This is an optimization exercise on Yosys and OpenROAD, whose aim is small area, a short achievable clock period and few clock cycles per item, not a production implementation.
At most, simulation tests tie the RTL to the original design; equivalence was not proved.

==> flow/design.v <==
package fspt_pkg;
	localparam int unsigned TICK_W  = 32;
	localparam int unsigned FRAME_W = 16;
	localparam int unsigned LOSS_W  = 8;
	localparam int unsigned LIMIT_W = TICK_W + LOSS_W;
	localparam logic [LOSS_W-1:0] LOSS_FRAMES_RESET = LOSS_W'(3);
	localparam logic REQ_CAPTURE = 1'b0;
	localparam logic REQ_POLL    = 1'b1;
	typedef struct packed {
		logic              req_type;
		logic [TICK_W-1:0] tick_value;
	} fspt_in_t;
	typedef struct packed {
		logic [FRAME_W-1:0] frame_count;
		logic [TICK_W-1:0]  last_capture;
		logic [TICK_W-1:0]  period_estimate;
		logic               in_sync;
		logic               sync_dropped;
	} fspt_out_t;
endpackage
module frame_sync_period_tracker (
	input  logic                                  clk,
	input  logic                                  arst_n,
	input  logic                                  cfg_we,
	input  logic [fspt_pkg::LOSS_W-1:0]           cfg_wdata,
	input  logic                                  in_valid,
	output logic                                  in_ready,
	input  fspt_pkg::fspt_in_t                    in_item,
	output logic                                  out_valid,
	input  logic                                  out_ready,
	output fspt_pkg::fspt_out_t                   out_item
);
	localparam int unsigned TW = fspt_pkg::TICK_W;
	logic                            h_valid;
	logic                            h_poll;
	logic [TW-1:0]                   h_tick;
	logic [TW-1:0]                   h_iv;       
	logic                            k_valid;
	logic                            k_poll;
	logic [TW-1:0]                   k_tick;
	logic                            out_valid_q;
	logic                            dropped_q;
	logic [fspt_pkg::LOSS_W-1:0]     loss_q;
	logic [fspt_pkg::FRAME_W-1:0]    frame_q;
	logic [TW-1:0]                   prev_q;
	logic [TW-1:0]                   period_q;
	logic                            locked_q;
	logic                            base_q;
	logic [TW:0]                     acc_q;      
	logic [2:0]                      idx_q;      
	logic                            lbit_q;     
	logic                            exact_q;
	logic                            accept;
	logic                            slot_free;
	logic                            wait_poll;
	logic                            advance;
	logic                            is_cap;
	logic                            is_poll;
	logic                            h_load;
	assign in_ready  = !k_valid;
	assign accept    = in_valid && !k_valid;
	assign slot_free = !out_valid_q || out_ready;
	assign is_cap    = h_valid && !h_poll && slot_free;
	assign is_poll   = h_valid && h_poll && slot_free && !wait_poll;
	assign advance   = is_cap || is_poll;
	assign h_load    = advance || !h_valid;
	assign out_valid = out_valid_q;
	assign out_item.frame_count     = frame_q;
	assign out_item.last_capture    = prev_q;
	assign out_item.period_estimate = period_q;
	assign out_item.in_sync         = locked_q;
	assign out_item.sync_dropped    = dropped_q;
	logic                            n_poll;
	logic [TW-1:0]                   n_tick;
	logic [TW-1:0]                   n_base;
	logic [TW-1:0]                   n_iv;
	logic                            n_co;
	assign n_poll = k_valid ? k_poll : in_item.req_type;
	assign n_tick = k_valid ? k_tick : in_item.tick_value;
	assign n_base = (h_valid && !h_poll) ? h_tick : prev_q;
	assign {n_co, n_iv} = {1'b0, n_tick} + {1'b0, ~n_base} + (TW+1)'(1);
	always_ff @(posedge clk or negedge arst_n) begin
		if (!arst_n) begin
			h_valid <= 1'b0;
			k_valid <= 1'b0;
		end else begin
			if (h_load)
				h_valid <= k_valid || accept;
			if (advance)
				k_valid <= 1'b0;
			else if (h_valid && accept)
				k_valid <= 1'b1;
		end
	end
	always_ff @(posedge clk) begin
		if (h_load) begin
			h_poll <= n_poll;
			h_tick <= n_tick;
			h_iv   <= n_iv;
		end
		if (!k_valid) begin
			k_poll <= in_item.req_type;
			k_tick <= in_item.tick_value;
		end
	end
	logic [TW-1:0]                   e_a, e_b, e_c, e_s, e_k;
	logic [TW-1:0]                   ema;
	logic                            ema_co;
	assign e_a = period_q;
	assign e_b = ~(period_q >> 2);
	assign e_c = h_iv >> 2;
	assign e_s = e_a ^ e_b ^ e_c;
	assign e_k = {((e_a & e_b) | (e_a & e_c) | (e_b & e_c)), 1'b0};
	fspt_add_bk #(.W(TW)) u_ema (.a(e_s), .b(e_k), .cin(1'b1), .sum(ema), .cout(ema_co));
	logic [TW-1:0]                   ge_d;
	logic                            ge_co;
	logic                            ge;
	logic                            loss_zero;
	logic                            can_drop;
	logic                            drop_now;
	assign ge_d  = '0;
	fspt_geq #(.W(TW)) u_ge (.a(h_iv), .b(acc_q[TW-1:0]), .ge(ge_co));
	assign ge = !acc_q[TW] && ge_co;
	assign loss_zero = loss_q == '0;
	assign can_drop  = locked_q && (period_q != '0);
	assign drop_now  = can_drop && (loss_zero || (ge && exact_q));
	assign wait_poll = h_poll && can_drop && !loss_zero && ge && !exact_q;
	logic [TW-1:0]                   period_d;
	assign period_d = (is_cap && base_q) ? (locked_q ? ema : h_iv) : period_q;
	logic [2:0]                      top;
	logic [2:0]                      top_new;
	logic [2:0]                      top_rs;
	logic                            restart;
	logic [TW-1:0]                   pm;
	logic [TW:0]                     u_lo;
	logic                            u_co;
	logic                            ovf;
	always_comb begin
		top = 3'd0;
		for (int i = 1; i < 8; i++)
			if (loss_q[i]) top = 3'(i);
		top_new = 3'd0;
		for (int i = 1; i < 8; i++)
			if (cfg_wdata[i]) top_new = 3'(i);
	end
	assign restart = (is_cap && base_q) || cfg_we;
	assign top_rs  = cfg_we ? top_new : top;
	assign pm      = period_q & {TW{lbit_q}};
	fspt_add_bk #(.W(TW+1)) u_horner (.a({acc_q[TW-1:0], 1'b0}), .b({1'b0, pm}), .cin(1'b0), .sum(u_lo), .cout(u_co));
	assign ovf     = acc_q[TW] || u_co || u_lo[TW];
	logic [2:0]                      idx_d;
	logic [fspt_pkg::LOSS_W-1:0]     loss_d;
	assign loss_d = cfg_we ? cfg_wdata : loss_q;
	assign idx_d  = restart ? (top_rs - 3'd1) : (!exact_q ? (idx_q - 3'd1) : idx_q);
	always_ff @(posedge clk or negedge arst_n) begin
		if (!arst_n) begin
			idx_q   <= 3'd0;
			lbit_q  <= 1'b0;
			exact_q <= 1'b0;
		end else begin
			idx_q  <= idx_d;
			lbit_q <= loss_d[idx_d];
			if (restart)
				exact_q <= top_rs == 3'd0;
			else if (!exact_q)
				exact_q <= idx_q == 3'd0;
		end
	end
	always_ff @(posedge clk) begin
		if (restart) begin
			acc_q <= {1'b0, period_d};
		end else if (!exact_q) begin
			acc_q <= {ovf, u_lo[TW-1:0]};
		end
	end
	always_ff @(posedge clk or negedge arst_n) begin
		if (!arst_n) begin
			out_valid_q <= 1'b0;
		end else if (advance) begin
			out_valid_q <= 1'b1;
		end else if (out_ready) begin
			out_valid_q <= 1'b0;
		end
	end
	always_ff @(posedge clk) begin
		if (advance) begin
			dropped_q <= h_poll && drop_now;
		end
	end
	always_ff @(posedge clk or negedge arst_n) begin
		if (!arst_n) begin
			loss_q   <= fspt_pkg::LOSS_FRAMES_RESET;
			frame_q  <= '0;
			prev_q   <= '0;
			period_q <= '0;
			locked_q <= 1'b0;
			base_q   <= 1'b0;
		end else begin
			if (cfg_we) begin
				loss_q <= cfg_wdata;
			end
			period_q <= period_d;
			if (is_cap) begin
				frame_q  <= frame_q + fspt_pkg::FRAME_W'(1);
				prev_q   <= h_tick;
				locked_q <= locked_q || base_q;
				base_q   <= 1'b1;
			end else if (is_poll && drop_now) begin
				locked_q <= 1'b0;
				base_q   <= 1'b0;
			end
		end
	end
endmodule
module fspt_add #(
	parameter int unsigned W = 32
) (
	input  logic [W-1:0] a,
	input  logic [W-1:0] b,
	input  logic         cin,
	output logic [W-1:0] sum,
	output logic         cout
);
	logic [W-1:0] p0, g0, g, p;
	assign p0 = a ^ b;
	assign g0 = a & b;
	always_comb begin
		g = g0;
		p = p0;
		g[0] = g0[0] | (p0[0] & cin);
		for (int l = 0; (1 << l) < W; l++) begin
			for (int j = 0; j < W; j++) begin
				if (((j >> l) & 1) != 0) begin
					g[j] = g[j] | (p[j] & g[((j >> l) << l) - 1]);
					p[j] = p[j] & p[((j >> l) << l) - 1];
				end
			end
		end
	end
	assign sum  = p0 ^ {g[W-2:0], cin};
	assign cout = g[W-1];
endmodule
module fspt_add_bk #(
	parameter int unsigned W = 32
) (
	input  logic [W-1:0] a,
	input  logic [W-1:0] b,
	input  logic         cin,
	output logic [W-1:0] sum,
	output logic         cout
);
	logic [W-1:0] p0, g0, g, p;
	assign p0 = a ^ b;
	assign g0 = a & b;
	always_comb begin
		g = g0;
		p = p0;
		g[0] = g0[0] | (p0[0] & cin);
		for (int l = 0; (1 << l) < W; l++) begin
			for (int j = 0; j < W; j++) begin
				if (((j + 1) % (2 << l)) == 0) begin
					g[j] = g[j] | (p[j] & g[j - (1 << l)]);
					p[j] = p[j] & p[j - (1 << l)];
				end
			end
		end
		for (int l = 5; l >= 0; l--) begin
			for (int j = 0; j < W; j++) begin
				if ((1 << l) < W && ((j + 1) % (2 << l)) == (1 << l) && j >= (2 << l) - 1 + 1 - 1 && j > (1 << l)) begin
					g[j] = g[j] | (p[j] & g[j - (1 << l)]);
					p[j] = p[j] & p[j - (1 << l)];
				end
			end
		end
	end
	assign sum  = p0 ^ {g[W-2:0], cin};
	assign cout = g[W-1];
endmodule
module fspt_geq #(
	parameter int unsigned W = 32
) (
	input  logic [W-1:0] a,
	input  logic [W-1:0] b,
	output logic         ge
);
	logic [W-1:0] g, t;
	always_comb begin
		g = a & ~b;
		t = a | ~b;
		for (int l = 0; (1 << l) < W; l++) begin
			for (int j = W - 1; j >= 0; j--) begin
				if (((j + 1) % (2 << l)) == 0) begin
					g[j] = g[j] | (t[j] & g[j - (1 << l)]);
					t[j] = t[j] & t[j - (1 << l)];
				end
			end
		end
	end
	assign ge = g[W-1] | t[W-1];
endmodule
clock: 8.0 ns
lec_check: 0
abc_area: 1
cap_margin: 20
core_margin: 2
core_utilization: 60
cts_cluster_diameter: 150
cts_cluster_size: 15
setup_slack_margin: 4.5
slew_margin: 20
standard.sh (not shown) runs the stock make flow with config.mk's settings and CLKGATE_MAP_FILE= SYNTH_SCRIPT=/design/flow/synth_recipe.tcl, a recipe that flattens the netlist after the stock synthesis.
==> flow/flow/run.sh <==
#!/bin/bash
# The standard layout (standard.sh: ORFS synthesis through finish), with
# one change: the buffers that ORFS puts on every input and output port are
# made from the plain sky130_fd_sc_hd__buf_1 cell instead of the delay-buffer
# cell buffer_ports picks by default. Timing repair may still resize them.
# ORFS's own per-step logs are kept under orfs/logs; the make output goes to
# standard.log in this folder.
set -euo pipefail
export BUFFER_PORTS_ARGS="-buffer_cell sky130_fd_sc_hd__buf_1"
bash standard.sh > standard.log 2>&1
Then changed:
--- a/flow/design.v
+++ b/flow/design.v
@@ -112,5 +112,5 @@
 	assign e_s = e_a ^ e_b ^ e_c;
 	assign e_k = {((e_a & e_b) | (e_a & e_c) | (e_b & e_c)), 1'b0};
-	fspt_add_bk #(.W(TW)) u_ema (.a(e_s), .b(e_k), .cin(1'b1), .sum(ema), .cout(ema_co));
+	fspt_add #(.W(TW)) u_ema (.a(e_s), .b(e_k), .cin(1'b1), .sum(ema), .cout(ema_co));
 	logic [TW-1:0]                   ge_d;
 	logic                            ge_co;
Outcome:
- count of clock-buffer cells in the layout is unchanged
- register-to-register slack gains 0.37 ns
- first-iteration DRC count goes down by about 2.5%
- via count came out higher by about 3.7%
- utilization fell by 0.81 points
- wire length increases by 3.3%
- area after synthesis went up by about 2.2%
Testbench counts after the change, summed over its fixed seeds: cycles 24,139, items 24,000.
No functional check of the RTL was part of the first run of this note.

## what the ideal ports hide
The results above use ideal ports. As a check the final layouts listed here were re-extracted and re-timed, cells and wires unchanged.
Step 1 sets driving cells, clkbuf_16 on the clock port and buf_2 on the other inputs (assumed; they add their load-dependent delay and slew).
Step 2 also shifts input and output timing later by t, the mid clock arrival at the registers, as if the neighbouring blocks saw the same clock.
Slacks: ideal / step 1 / step 2; pairs: ideal / step 1.
run | t (ns) | setup WS [ns] | worst setup path after step 2
the first run | 0.552 | 4.250 / 4.250 / 4.053 | input to register
the second run | 0.539 | 4.572 / 4.594 / 4.055 | input to register
After both steps setup and hold are still met in every run listed. The setup slack of the second run, which loses most, moves by +0.022 ns with the drivers and by -0.517 ns with both steps.
